Background: an optimization exercise with open tools, aiming at small area and a short achievable clock period. Do not read the settings as production practice. The RTL was checked by simulation tests, not by an equivalence proof against the original design. No activity file was given, so power comes from the tool's default toggle rates.

Setup of run Y:
==> module rs_top, before the edit <==
module rs_top (
        input  logic                            clk,
        input  logic                            rst,
        input  logic                            flush,
        input  logic                            fu_busy,
        input  logic                            dispatch,
        input  logic [((((((((((0 + 32) + 32) + (1 + 4 + 32)) + (1 + 4 + 32)) + 4) + 5) + 2) + 3) + 3) + 7)-1:0]           dispatch_data,
        input  logic [(4 * (1 + 4 + 32))-1:0]        cdb,
        output logic                            issue_valid,
        output logic [(1 + ((((((((((0 + 32) + 32) + (1 + 4 + 32)) + (1 + 4 + 32)) + 4) + 5) + 2) + 3) + 3) + 7))-1:0]          issue_data,
        output logic                            full,
        output logic                            empty
);
        localparam int N  = 4;
        localparam int DW = ((((((((((0 + 32) + 32) + (1 + 4 + 32)) + (1 + 4 + 32)) + 4) + 5) + 2) + 3) + 3) + 7);
        localparam int OW = (1 + 4 + 32);
        localparam int S1 = (((0 + 32) + 32) + (1 + 4 + 32));
        localparam int S2 = ((0 + 32) + 32);
        localparam int B1 = (((0 + 32) + 32) + (1 + 4 + 32)) + (32 + 4);
        localparam int B2 = ((0 + 32) + 32) + (32 + 4);
        logic [N-1:0]           valid;
        logic [N*DW-1:0]        ent;
        logic [N*N-1:0]         o;
        logic [N-1:0]           free1h;
        logic [N-1:0]           we;
        always_comb begin
                free1h = '0;
                for (int i = N - 1; i >= 0; i--)
                        if (!valid[i]) begin
                                free1h    = '0;
                                free1h[i] = 1'b1;
                        end
        end
        assign we = {N{dispatch}} & free1h;
        assign full  = &valid;
        assign empty = ~|valid;
        logic [N-1:0]           ready;
        logic [N-1:0]           sel;
        always_comb begin
                for (int i = 0; i < N; i++)
                        ready[i] = valid[i] & ~ent[i*DW + B1] & ~ent[i*DW + B2];
                for (int i = 0; i < N; i++) begin
                        sel[i] = ready[i];
                        for (int j = 0; j < N; j++) begin
                                if (j < i && ready[j] && o[j*N + i])
                                        sel[i] = 1'b0;
                                if (j > i && ready[j] && !o[i*N + j])
                                        sel[i] = 1'b0;
                        end
                end
        end
        assign issue_valid = (|ready) & ~fu_busy & ~flush;
        logic [DW-1:0]          out;
        always_comb begin
                out = '0;
                for (int i = 0; i < N; i++)
                        out = out | ({DW{sel[i]}} & ent[i*DW +: DW]);
                out[B1] = 1'b0;
                out[B2] = 1'b0;
        end
        assign issue_data = {1'b1, out};
        logic [4-1:0] dm1, dm2;
        rs_cdb_match u_dm1 (.busy(dispatch_data[B1]), .tag(dispatch_data[S1 + (32) +: 4]),
                            .cdb(cdb), .hit(dm1));
        rs_cdb_match u_dm2 (.busy(dispatch_data[B2]), .tag(dispatch_data[S2 + (32) +: 4]),
                            .cdb(cdb), .hit(dm2));
        for (genvar g = 0; g < N; g++) begin : g_slot
                logic [DW-1:0] cur;
                logic [DW-1:0] nxt;
                assign cur = ent[g*DW +: DW];
                rs_opnd_next u_op1 (.we(we[g]), .cur(cur[S1 +: OW]), .din(dispatch_data[S1 +: OW]),
                                    .dm(dm1), .cdb(cdb), .nxt(nxt[S1 +: OW]));
                rs_opnd_next u_op2 (.we(we[g]), .cur(cur[S2 +: OW]), .din(dispatch_data[S2 +: OW]),
                                    .dm(dm2), .cdb(cdb), .nxt(nxt[S2 +: OW]));
                assign nxt[DW-1:S1+OW] = we[g] ? dispatch_data[DW-1:S1+OW] : cur[DW-1:S1+OW];
                assign nxt[S2-1:0]     = we[g] ? dispatch_data[S2-1:0]     : cur[S2-1:0];
                always_ff @(posedge clk)
                        ent[g*DW +: DW] <= nxt;
        end
        logic [N-1:0] iss;
        assign iss = issue_valid ? sel : '0;
        always_ff @(posedge clk) begin
                if (rst || flush)
                        valid <= '0;
                else
                        valid <= (valid & ~iss) | we;
                for (int i = 0; i < N; i++)
                        for (int j = 0; j < N; j++)
                                if (i < j) begin
                                        if (we[j])
                                                o[i*N + j] <= 1'b1;
                                        else if (we[i])
                                                o[i*N + j] <= 1'b0;
                                end
        end
endmodule
clock: 5.5 ns
lec_check: 0
cap_margin: 20
core_margin: 2
core_utilization: 30
place_density: 0.45
slew_margin: 20
run.sh (not shown) runs the stock make flow with config.mk's settings and CLKGATE_MAP_FILE= SYNTH_SCRIPT=/design/flow/synth_recipe.tcl, a recipe that flattens the netlist after the stock synthesis.
Run Y finished all stages; the layout is clean.
The following lists how run G was set up differently from run Y:
-- flow/design.v --
<<< run Y, line 68
        logic [N-1:0]           valid;
        logic [N*DW-1:0]        ent;
        logic [N*N-1:0]         o;
        logic [N-1:0]           free1h;
>>> run G, line 68
        logic [N-1:0]           valid;
        logic [N*DW-1:0]        ent;
        logic [N*DW-1:0]        ent_n;
        logic [N*N-1:0]         o;
        logic [N-1:0]           free1h;
<<< run Y, line 82
        assign full  = &valid;
        assign empty = ~|valid;
        logic [N-1:0]           ready;
        logic [N-1:0]           sel;
        always_comb begin
                for (int i = 0; i < N; i++)
                        ready[i] = valid[i] & ~ent[i*DW + B1] & ~ent[i*DW + B2];
                for (int i = 0; i < N; i++) begin
                        sel[i] = ready[i];
                        for (int j = 0; j < N; j++) begin
                                if (j < i && ready[j] && o[j*N + i])
                                        sel[i] = 1'b0;
                                if (j > i && ready[j] && !o[i*N + j])
                                        sel[i] = 1'b0;
                        end
                end
        end
        assign issue_valid = (|ready) & ~fu_busy & ~flush;
        logic [DW-1:0]          out;
        always_comb begin
>>> run G, line 83
        assign full  = &valid;
        assign empty = ~|valid;
        logic [N-1:0]           sel;
        logic                   any;
        assign issue_valid = any & ~fu_busy & ~flush;
        logic [DW-1:0]          out;
        always_comb begin
<<< run Y, line 122
                assign nxt[DW-1:S1+OW] = we[g] ? dispatch_data[DW-1:S1+OW] : cur[DW-1:S1+OW];
                assign nxt[S2-1:0]     = we[g] ? dispatch_data[S2-1:0]     : cur[S2-1:0];
                always_ff @(posedge clk)
                        ent[g*DW +: DW] <= nxt;
        end
        logic [N-1:0] iss;
        assign iss = issue_valid ? sel : '0;
        always_ff @(posedge clk) begin
                if (rst || flush)
                        valid <= '0;
                else
                        valid <= (valid & ~iss) | we;
                for (int i = 0; i < N; i++)
                        for (int j = 0; j < N; j++)
                                if (i < j) begin
                                        if (we[j])
                                                o[i*N + j] <= 1'b1;
                                        else if (we[i])
                                                o[i*N + j] <= 1'b0;
                                end
        end
endmodule
>>> run G, line 110
                assign nxt[DW-1:S1+OW] = we[g] ? dispatch_data[DW-1:S1+OW] : cur[DW-1:S1+OW];
                assign nxt[S2-1:0]     = we[g] ? dispatch_data[S2-1:0]     : cur[S2-1:0];
                assign ent_n[g*DW +: DW] = nxt;
        end
        logic [N-1:0]           iss;
        logic [N-1:0]           valid_n;
        logic [N*N-1:0]         o_n;
        logic [N-1:0]           ready_n;
        logic [N-1:0]           sel_n;
        assign iss = issue_valid ? sel : '0;
        assign valid_n = (rst || flush) ? '0 : ((valid & ~iss) | we);
        always_comb begin
                o_n = o;
                for (int i = 0; i < N; i++)
                        for (int j = 0; j < N; j++)
                                if (i < j) begin
                                        if (we[j])
                                                o_n[i*N + j] = 1'b1;
                                        else if (we[i])
                                                o_n[i*N + j] = 1'b0;
                                end
                for (int i = 0; i < N; i++)
                        ready_n[i] = valid_n[i] & ~ent_n[i*DW + B1] & ~ent_n[i*DW + B2];
                for (int i = 0; i < N; i++) begin
                        sel_n[i] = ready_n[i];
                        for (int j = 0; j < N; j++) begin
                                if (j < i && ready_n[j] && o_n[j*N + i])
                                        sel_n[i] = 1'b0;
                                if (j > i && ready_n[j] && !o_n[i*N + j])
                                        sel_n[i] = 1'b0;
                        end
                end
        end
        always_ff @(posedge clk) begin
                ent   <= ent_n;
                valid <= valid_n;
                o     <= o_n;
                sel   <= sel_n;
                any   <= |ready_n;
        end
endmodule
### Flow results
Lower die area goes to run Y over run G.
Mean cell area of the mapped netlist in run G is about 1.5% lower than in run Y
Run G vs run Y, largest vdd supply drop went down by 20%.
Changes observed in run G relative to run Y: worst endpoint required time went up; H-tree level count stayed essentially flat.
Delta (run G minus run Y): post-synthesis to final-layout area growth decreased by 1.5 points relative to the old numbers, combinational power saw an increase, net switching power of the design increased 0.91%, flip-flop and latch count has increased.
When run G is set beside run Y, its worst setup slack turns out to be 360 ps larger.
Run G was carried through to the last stage, and its layout satisfied the timing, design-rule and antenna checks.
Both conditions hold for run Y: the flow ran to the end and the final layout passed the timing, design-rule and antenna checks.

## port drivers added, routing unchanged
No port has a modelled driver above. Below, the same layouts with a new extraction and two added sets of constraints. Step 1, drivers: a clkbuf_16 drives clk and a buf_2 each remaining input, both assumed. Step 2 moves the port delays by t, midway between the first and last clock arrival at a register: inputs arrive t later, outputs are due t later. That takes back most of the time a late clock gives input paths. a / b / c = ideal / step 1 / step 2; a / b = the first two.
| run | t, ns | setup slack, ns | pins driven straight from the clock port |
|---|---|---|---|
| run Y | 0.720 | 0.667 / 0.602 / 0.880 | 1 |
| run G | 0.723 | 1.025 / 0.969 / 0.246 | 1 |
After both steps setup and hold are still met in every run listed. The setup slack of run G, which loses most, moves by -0.056 ns with the drivers and by -0.779 ns with both steps.
